What follows belongs to an exercise in optimizing a design on an open flow for small area; a production flow would make more cautious choices.
Only simulation tests tie the RTL to the original design; equivalence was not proved.
Power and IR drop assume default switching activity.

== lagoon ==
## uart_rx
module uart_rx (
    input  logic       clk,
    input  logic       srst,
    input  logic       rx,
    input  logic       rd_en,
    output logic [7:0] dout,
    output logic       valid,
    output logic       empty,
    output logic [8:0] data_count,
    output logic       framing_err,
    output logic       overrun_err
);
==> module serial_receiver_fifo, before the edit <==
module serial_receiver_fifo #(
    parameter int WIDTH = 8,
    parameter int DEPTH = 512
) (
    input  logic             clk,
    input  logic             srst,
    input  logic             wr_en,
    input  logic [WIDTH-1:0] din,
    input  logic             rd_en,
    output logic [WIDTH-1:0] dout,
    output logic             valid,
    output logic             empty,
    output logic             full,
    output logic [8:0]       data_count
);
    localparam int PW   = $clog2(DEPTH);       
    localparam int CW   = $clog2(DEPTH + 1);   
    localparam int NINS = 4;
    localparam int SEG  = DEPTH / NINS;        
    localparam int SW   = $clog2(SEG);         
    localparam int TSP  = 8;                   
    localparam int TW   = $clog2(TSP);         
    localparam int NTAP = DEPTH / TSP;         
    localparam int OBD  = 8;                   
    localparam int OW   = $clog2(OBD);         
    logic [WIDTH-1:0] ring_q [DEPTH];
    logic [CW-1:0]    count_q;
    logic [PW-1:0]    fp_q;      
    logic [PW-1:0]    cp_q;      
    logic             pend_q;
    logic [WIDTH-1:0] pbyte_q;
    logic [WIDTH-1:0] ob_q [OBD];
    logic [OW-1:0]    ob_rd_q, ob_wr_q;
    logic [OW:0]      ob_cnt_q;
    logic             do_wr, do_rd, ins, ring_any, pend_only, ob_room;
    logic             fetch, pmove, direct, push;
    logic [PW-1:0]    ins_pos;
    logic [WIDTH-1:0] tap_out, ob_in;
    assign valid      = count_q != '0;
    assign empty      = !valid;
    assign full       = count_q[CW-1];
    assign data_count = count_q[8:0];
    assign do_wr      = wr_en && !full;
    assign do_rd      = rd_en && valid;
    assign ring_any   = cp_q != fp_q;
    assign pend_only  = pend_q && (cp_q == fp_q + PW'(1));
    assign ob_room    = !ob_cnt_q[OW] || do_rd;
    assign fetch      = ring_any && !pend_only && (fp_q[TW-1:0] == '0) && ob_room;
    assign pmove      = pend_only && ob_room;
    assign direct     = do_wr && !ring_any && ob_room;
    assign push       = fetch || pmove || direct;
    assign ins_pos    = cp_q - PW'(2);
    assign ins        = pend_q && (ins_pos[SW-1:0] == '0);
    always_ff @(posedge clk) begin
        for (int i = 0; i < DEPTH; i++) begin
            if ((i % SEG) == 0 && ins && ins_pos[PW-1:SW] == (PW-SW)'(i / SEG))
                ring_q[i] <= pbyte_q;
            else
                ring_q[i] <= ring_q[(i + 1) % DEPTH];
        end
    end
    always_ff @(posedge clk) begin
        if (do_wr) pbyte_q <= din;
    end
    always_comb begin
        tap_out = '0;
        for (int j = 0; j < NTAP; j++)
            tap_out = tap_out | (ring_q[j*TSP] & {WIDTH{fp_q[PW-1:TW] == (PW-TW)'(j)}});
    end
    always_comb begin
        if (fetch)      ob_in = tap_out;
        else if (pmove) ob_in = pbyte_q;
        else            ob_in = din;
    end
    always_ff @(posedge clk) begin
        for (int i = 0; i < OBD; i++)
            if (push && ob_wr_q == OW'(i)) ob_q[i] <= ob_in;
    end
    always_ff @(posedge clk) begin
        if (srst) begin
            count_q  <= '0;
            fp_q     <= '0;
            cp_q     <= '0;
            pend_q   <= 1'b0;
            ob_rd_q  <= '0;
            ob_wr_q  <= '0;
            ob_cnt_q <= '0;
        end else begin
            count_q  <= count_q + CW'(do_wr) - CW'(do_rd);
            fp_q     <= fp_q - PW'(1) + PW'(push);
            cp_q     <= cp_q - PW'(1) + PW'(do_wr);
            if (do_wr && !direct)
                pend_q <= 1'b1;
            else if (ins || pmove)
                pend_q <= 1'b0;
            ob_rd_q  <= ob_rd_q + OW'(do_rd);
            ob_wr_q  <= ob_wr_q + OW'(push);
            ob_cnt_q <= ob_cnt_q + (OW+1)'(push) - (OW+1)'(do_rd);
        end
    end
    assign dout = ob_q[ob_rd_q];
endmodule
Settings: LEC_CHECK=0, CAP_MARGIN=20, CORE_MARGIN=2, CORE_UTILIZATION=50, CTS_BUF_LIST=sky130_fd_sc_hd__clkbuf_8, CTS_CLUSTER_DIAMETER=60, CTS_CLUSTER_SIZE=16, SLEW_MARGIN=20; clock period 11.0 ns.
run.sh (not shown) runs the stock make flow with config.mk's settings and CLKGATE_MAP_FILE= SYNTH_SCRIPT=/design/flow/synth_recipe.tcl, a recipe that flattens the netlist after the stock synthesis.
### lagoon -> juniper
-- flow/design.v --
<<< lagoon, line 27
    localparam int PW   = $clog2(DEPTH);       
    localparam int CW   = $clog2(DEPTH + 1);   
    localparam int NINS = 4;
    localparam int SEG  = DEPTH / NINS;        
    localparam int SW   = $clog2(SEG);         
    localparam int TSP  = 8;                   
    localparam int TW   = $clog2(TSP);         
    localparam int NTAP = DEPTH / TSP;         
    localparam int OBD  = 8;                   
    localparam int OW   = $clog2(OBD);         
    logic [WIDTH-1:0] ring_q [DEPTH];
    logic [CW-1:0]    count_q;
    logic [PW-1:0]    fp_q;      
    logic [PW-1:0]    cp_q;      
    logic             pend_q;
    logic [WIDTH-1:0] pbyte_q;
>>> juniper, line 27
    localparam int PW   = $clog2(DEPTH);       
    localparam int CW   = $clog2(DEPTH + 1);   
    localparam int OBD  = 8;                   
    localparam int OW   = $clog2(OBD);         
    localparam int RS   = DEPTH - OBD;         
    localparam int TSP  = 8;                   
    localparam int TW   = $clog2(TSP);         
    localparam int NTAP = RS / TSP;            
    localparam int NINS = 4;
    localparam int SEG  = 128;                 
    logic [WIDTH-1:0] ring_q [RS];
    logic [CW-1:0]    count_q;
    logic [PW-1:0]    fp_q;      
    logic [PW-1:0]    ip_q;      
    logic             pend_q;
    logic [WIDTH-1:0] pbyte_q;
<<< lagoon, line 46
    logic             do_wr, do_rd, ins, ring_any, pend_only, ob_room;
    logic             fetch, pmove, direct, push;
    logic [PW-1:0]    ins_pos;
    logic [WIDTH-1:0] tap_out, ob_in;
    assign valid      = count_q != '0;
>>> juniper, line 46
    logic             do_wr, do_rd, ins, ring_any, pend_only, ob_room;
    logic             fetch, pmove, direct, push;
    logic [WIDTH-1:0] tap_out, ob_in;
    assign valid      = count_q != '0;
<<< lagoon, line 54
    assign do_wr      = wr_en && !full;
    assign do_rd      = rd_en && valid;
    assign ring_any   = cp_q != fp_q;
    assign pend_only  = pend_q && (cp_q == fp_q + PW'(1));
    assign ob_room    = !ob_cnt_q[OW] || do_rd;
    assign fetch      = ring_any && !pend_only && (fp_q[TW-1:0] == '0) && ob_room;
>>> juniper, line 53
    assign do_wr      = wr_en && !full;
    assign do_rd      = rd_en && valid;
    assign ring_any   = count_q != CW'(ob_cnt_q);
    assign pend_only  = pend_q && (count_q == CW'(ob_cnt_q) + CW'(1));
    assign ob_room    = !ob_cnt_q[OW] || do_rd;
    assign fetch      = ring_any && !pend_only && (fp_q[TW-1:0] == '0) && ob_room;
<<< lagoon, line 61
    assign direct     = do_wr && !ring_any && ob_room;
    assign push       = fetch || pmove || direct;
    assign ins_pos    = cp_q - PW'(2);
    assign ins        = pend_q && (ins_pos[SW-1:0] == '0);
    always_ff @(posedge clk) begin
        for (int i = 0; i < DEPTH; i++) begin
            if ((i % SEG) == 0 && ins && ins_pos[PW-1:SW] == (PW-SW)'(i / SEG))
                ring_q[i] <= pbyte_q;
            else
                ring_q[i] <= ring_q[(i + 1) % DEPTH];
        end
    end
>>> juniper, line 60
    assign direct     = do_wr && !ring_any && ob_room;
    assign push       = fetch || pmove || direct;
    always_comb begin
        ins = 1'b0;
        for (int k = 0; k < NINS; k++)
            if (ip_q == PW'(k * SEG + TSP - 1)) ins = pend_q;
    end
    always_ff @(posedge clk) begin
        for (int i = 0; i < RS; i++) begin
            if ((i % SEG) == TSP - 1 && pend_q && ip_q == PW'(i))
                ring_q[i] <= pbyte_q;
            else
                ring_q[i] <= ring_q[(i + 1) % RS];
        end
    end
<<< lagoon, line 92
            count_q  <= '0;
            fp_q     <= '0;
            cp_q     <= '0;
            pend_q   <= 1'b0;
            ob_rd_q  <= '0;
>>> juniper, line 94
            count_q  <= '0;
            fp_q     <= '0;
            ip_q     <= PW'(RS - 2);
            pend_q   <= 1'b0;
            ob_rd_q  <= '0;
<<< lagoon, line 99
        end else begin
            count_q  <= count_q + CW'(do_wr) - CW'(do_rd);
            fp_q     <= fp_q - PW'(1) + PW'(push);
            cp_q     <= cp_q - PW'(1) + PW'(do_wr);
            if (do_wr && !direct)
                pend_q <= 1'b1;
>>> juniper, line 101
        end else begin
            count_q  <= count_q + CW'(do_wr) - CW'(do_rd);
            if (!push) fp_q <= (fp_q == '0) ? PW'(RS - 1) : fp_q - PW'(1);
            if (!do_wr) ip_q <= (ip_q == '0) ? PW'(RS - 1) : ip_q - PW'(1);
            if (do_wr && !direct)
                pend_q <= 1'b1;
[summary]
Met3 capacity usage during global routing (higher): lagoon. Post-route minimum period, lagoon and juniper: smaller value in lagoon. Looking at flip-flop and latch count, juniper sits 1.5% lower than lagoon does. [diff] upper clock frequency limit, juniper relative to lagoon: regression. Re cell count: juniper is 165 down on lagoon. Non-clock buffer count (higher): juniper. juniper against lagoon; total power per unit cell area is up slightly. In terms of fraction of area in registers, juniper and lagoon differ only marginally. Worst hold slack: juniper worse than lagoon. Going from lagoon to juniper, combined area of the multi-input logic cells lost 180 sq um, routability congestion estimate picked up an extra about 2.4%, final critical-path setup slack lost 0.13 ns, register-to-register slack picked up an extra 0.28 ns.

separate check: timing with driven ports:
The flow's constraints put no driver on any port. The routed layouts listed below were extracted and timed again, unchanged, in two steps. Step 1: set_driving_cell puts a clkbuf_16 on clk and a buf_2 on each other input, an assumption about the parent block. Step 2 adds t to the input delays and takes it off the output delays; t is the mean of the earliest and latest rising clock arrival at the registers after step 1. Input paths then give back, and output paths get back, about the clock's delay inside the block. Slacks: ideal / step 1 / step 2; pairs: ideal / step 1.
run	shift t [ns]	slack for setup (ns)	hold WS [ns]	clock arrival spread, ns	worst register clock-pin slew, ns
lagoon	1.102	5.240 / 5.165 / 5.420	0.288 / 0.288 / 0.288	0.075 / 0.075	0.10 / 0.10
juniper	1.069	5.110 / 5.032 / 5.839	0.271 / 0.271 / 0.271	0.101 / 0.101	0.10 / 0.10
After both steps setup and hold are still met in every run listed.
